Background: an optimization exercise with open tools, aiming at small area and a short achievable clock period. Do not read the settings as production practice.
In this exercise RTL edits were held to simulation tests only and were not proved equivalent to the original.
No activity file was given, so power comes from the tool's default toggle rates.

== job 101 ==
// store_buffer
module store_buffer #(
  parameter  int SB_ENTRIES = store_buffer_pkg::SB_ENTRIES,
  parameter  int ROB_SIZE   = store_buffer_pkg::ROB_ENTRIES,
  localparam int IDX_BITS   = $clog2(ROB_SIZE)
) (
  input  logic                                clk,
  input  logic                                reset,
  input  logic                                st_wr_en,
  input  logic [IDX_BITS-1:0]                 st_wr_rob_idx,
  input  logic [31:0]                         st_wr_addr,
  input  logic [31:0]                         st_wr_data,
  input  logic [3:0]                          st_wr_be,
  input  logic [store_buffer_pkg::ISSUE_WIDTH-1:0]              commit_valid,
  input  logic [store_buffer_pkg::ISSUE_WIDTH-1:0]              commit_is_store,
  input  logic [store_buffer_pkg::ISSUE_WIDTH-1:0][IDX_BITS-1:0] commit_rob_idx,
  input  logic                                flush_en,
  output logic                                dc_req_valid,
  output logic [31:0]                         dc_req_addr,
  output logic [31:0]                         dc_req_data,
  output logic [3:0]                          dc_req_be,
  input  logic                                dc_req_ready,
  ...
For scale: ~580 flip-flops, about 230 I/O pins, ~27,000 sq um of cells after synthesis.
==> flow/config.mk <==
export PLATFORM = sky130hd
export DESIGN_NAME = store_buffer
export DESIGN_NICKNAME = store_buffer
export VERILOG_FILES = /design/flow/design.v
export SDC_FILE = /design/flow/constraint.sdc
export NUM_CORES = 4
export LEC_CHECK = 0
export CAP_MARGIN = 20
export CORE_MARGIN = 2
export CORE_UTILIZATION = 40
export SLEW_MARGIN = 20
==> flow/constraint.sdc <==
create_clock -name core_clock -period 12.0 [get_ports {clk}]
set_input_delay 2.4000 -clock core_clock [delete_from_list [all_inputs] [get_ports {clk}]]
set_output_delay 2.4000 -clock core_clock [all_outputs]
set_load 0.01 [all_outputs]
standard.sh (not shown) runs the stock make flow with config.mk's settings and CLKGATE_MAP_FILE= SYNTH_SCRIPT=/design/flow/synth_recipe.tcl, a recipe that flattens the netlist after the stock synthesis.
==> flow/flow/run.sh <==
#!/bin/bash
# Standard ORFS layout (standard.sh) with tuned port buffers, clock tree and timing repair target.
set -euo pipefail
bash standard.sh BUFFER_PORTS_ARGS=-buffer_cell\ sky130_fd_sc_hd__buf_1 CTS_ARGS=-sink_clustering_enable\ -repair_clock_nets\ -dont_use_dummy_load\ -buf_list\ sky130_fd_sc_hd__clkbuf_8 SETUP_SLACK_MARGIN=6 finish > flow_make.log 2>&1
Job 101 was carried through to the last stage, and its layout satisfied the timing, design-rule and antenna checks.
## Diff of input files: job 102 against job 101
==> flow/run.sh (new file) <==
#!/bin/bash
# synth_recipe.tcl (not shown) runs the flow's synth.tcl, then flattens the netlist and writes it again
# the make line also repeats each setting of config.mk as NAME=value (left out here)
make -C /OpenROAD-flow-scripts/flow DESIGN_CONFIG=/design/flow/config.mk WORK_HOME=/design/flow/orfs CLKGATE_MAP_FILE= SYNTH_SCRIPT=/design/flow/synth_recipe.tcl finish
removed: flow/flow/run.sh
removed: flow/standard.sh
==> comparison <==
Met1 routed wirelength after detailed routing: job 102 < job 101. There was hardly any difference in final hold violation count between job 102 and job 101. Min layout overhead on the synthesized area across job 102 and job 101: job 102.
For job 103, these inputs were changed with respect to job 102:
==> flow/flow/run.sh (new file) <==
#!/bin/bash
# Standard ORFS layout (standard.sh) with tuned port buffers, clock tree and timing repair target.
set -euo pipefail
bash standard.sh BUFFER_PORTS_ARGS=-buffer_cell\ sky130_fd_sc_hd__buf_2 CTS_ARGS=-sink_clustering_enable\ -repair_clock_nets\ -dont_use_dummy_load\ -buf_list\ sky130_fd_sc_hd__clkbuf_8 SETUP_SLACK_MARGIN=5 finish > flow_make.log 2>&1
==> flow/standard.sh (new file) <==
#!/bin/bash
# synth_recipe.tcl (not shown) runs the flow's synth.tcl, then flattens the netlist and writes it again
# the make line also repeats each setting of config.mk as NAME=value (left out here)
make -C /OpenROAD-flow-scripts/flow DESIGN_CONFIG=/design/flow/config.mk WORK_HOME=/design/flow/orfs CLKGATE_MAP_FILE= SYNTH_SCRIPT=/design/flow/synth_recipe.tcl "${@:-finish}"
removed: flow/run.sh
Findings:
- Every stage of the flow completed for job 103, and the final layout passed the timing, design-rule and antenna checks.
- Compared with job 102, job 103 supports a higher clock frequency.
- On worst stage delay on the critical path: job 103 sits below job 102.
- Signal arrival time at the worst endpoint, job 102 and job 103: higher on job 102
- Summary of job 103 over job 102: net switching fraction of the power rose 2.7 points; non-filler instance count after layout grew by about 2.4%; global routing usage on met3 now sits higher; count of clock-buffer cells in the layout increased by about 46% relative to the old numbers.
- | total CTS buffers | lower: job 102 |
- Job 103 has part of the power in the clock network below what job 102 had.
- Job 103: final critical-path setup slack is 2.24 ns higher than what job 102 reported.


Another version of the RTL of store_buffer (not shown whole).
For scale: roughly 1900 cells after synthesis, roughly 230 I/O pins.
Settings: LEC_CHECK=0, CAP_MARGIN=20, CORE_MARGIN=2, CORE_UTILIZATION=80, SLEW_MARGIN=20, SYNTH_HIERARCHICAL=1, SYNTH_MINIMUM_KEEP_SIZE=0; clock period 12.0 ns.
==> flow/flow/run.sh <==
#!/bin/bash
# Standard ORFS layout (standard.sh) with tuned port buffers, clock tree and timing repair target.
set -euo pipefail
bash standard.sh BUFFER_PORTS_ARGS=-buffer_cell\ sky130_fd_sc_hd__buf_1 CTS_ARGS=-sink_clustering_enable\ -repair_clock_nets\ -dont_use_dummy_load\ -buf_list\ sky130_fd_sc_hd__clkbuf_8\ -sink_clustering_size\ 15\ -sink_clustering_max_diameter\ 50 SETUP_SLACK_MARGIN=5.0 finish > flow_make.log 2>&1
The starting point produced a clean layout.
Rerun with:
--- a/flow/config.mk
+++ b/flow/config.mk
@@ -10 +10 @@
-export CORE_UTILIZATION = 80
+export CORE_UTILIZATION = 70
What happened: Sequential cell count stays the same. Die area increases by 14%. Design area drops by 1.6%. Worst hold slack degrades by 0.027 ns.
Rerun with:
==> flow/flow/run.sh (replaced) <==
#!/bin/bash
# Standard ORFS layout (standard.sh) with tuned port buffers, clock tree and timing repair target.
set -euo pipefail
bash standard.sh BUFFER_PORTS_ARGS=-buffer_cell\ sky130_fd_sc_hd__buf_1 CTS_ARGS=-sink_clustering_enable\ -repair_clock_nets\ -dont_use_dummy_load\ -buf_list\ sky130_fd_sc_hd__clkbuf_8\ -sink_clustering_size\ 15\ -sink_clustering_max_diameter\ 50 SETUP_SLACK_MARGIN=4.6 finish > flow_make.log 2>&1
Outcome:
- combinational power is lower by a few percent
- utilization goes down by 3.0 points
- cell count is lower slightly
Rerun with:
==> flow/flow/run.sh (replaced) <==
#!/bin/bash
# Standard ORFS layout (standard.sh) with tuned port buffers, clock tree and timing repair target.
set -euo pipefail
bash standard.sh BUFFER_PORTS_ARGS=-buffer_cell\ sky130_fd_sc_hd__buf_1 CTS_ARGS=-sink_clustering_enable\ -repair_clock_nets\ -dont_use_dummy_load\ -buf_list\ sky130_fd_sc_hd__clkbuf_8\ -sink_clustering_size\ 15\ -sink_clustering_max_diameter\ 50 SETUP_SLACK_MARGIN=4.75 finish > flow_make.log 2>&1
=> The new run completed with no timing, DRC or antenna violations. Clock power increases by about 0.5%. First-iteration DRC count went up by about 12%. Routed wire length is about the same. Final cell count rose by 0.53%. Worst setup slack improves by 0.14 ns. Final area is higher by about 1.2%.

static timing again, ports no longer ideal:
How much do the figures lean on ideal ports? The routed layouts below were timed once more, with nothing changed but the port constraints. Step 1, drivers: a clkbuf_16 drives clk and a buf_2 each remaining input, both assumed. Step 2 moves the port delays by t, midway between the first and last clock arrival at a register: inputs arrive t later, outputs are due t later. That takes back most of the time a late clock gives input paths. Slacks: no drivers / after step 1 / after step 2; pairs: no drivers / after step 1.
| run | t, ns | setup slack, ns | hold WS [ns] | worst setup path at the end |
|---|---|---|---|---|
| job 101 | 0.765 | 4.171 / 4.134 / 4.134 | 0.562 / 0.562 / 0.562 | input to output |
| job 102 | 0.687 | 1.978 / 1.951 / 1.951 | 0.554 / 0.554 / 0.554 | input to output |
| job 103 | 0.757 | 4.214 / 4.155 / 4.155 | 0.553 / 0.553 / 0.553 | input to output |
| the first run of note 2 | 0.671 | 4.549 / 4.464 / 4.464 | 0.522 / 0.522 / 0.522 | input to output |
| the second run of note 2 | 0.702 | 4.828 / 4.775 / 4.775 | 0.494 / 0.494 / 0.494 | input to output |
| the third run of note 2 | 0.680 | 4.634 / 4.592 / 4.592 | 0.514 / 0.514 / 0.514 | input to output |
| the fourth run of note 2 | 0.698 | 4.777 / 4.741 / 4.741 | 0.494 / 0.494 / 0.494 | input to output |
After both steps every run listed still meets setup and hold. The setup slack of the first run of note 2, which loses most, moves by -0.085 ns with the drivers and by -0.085 ns with both steps.
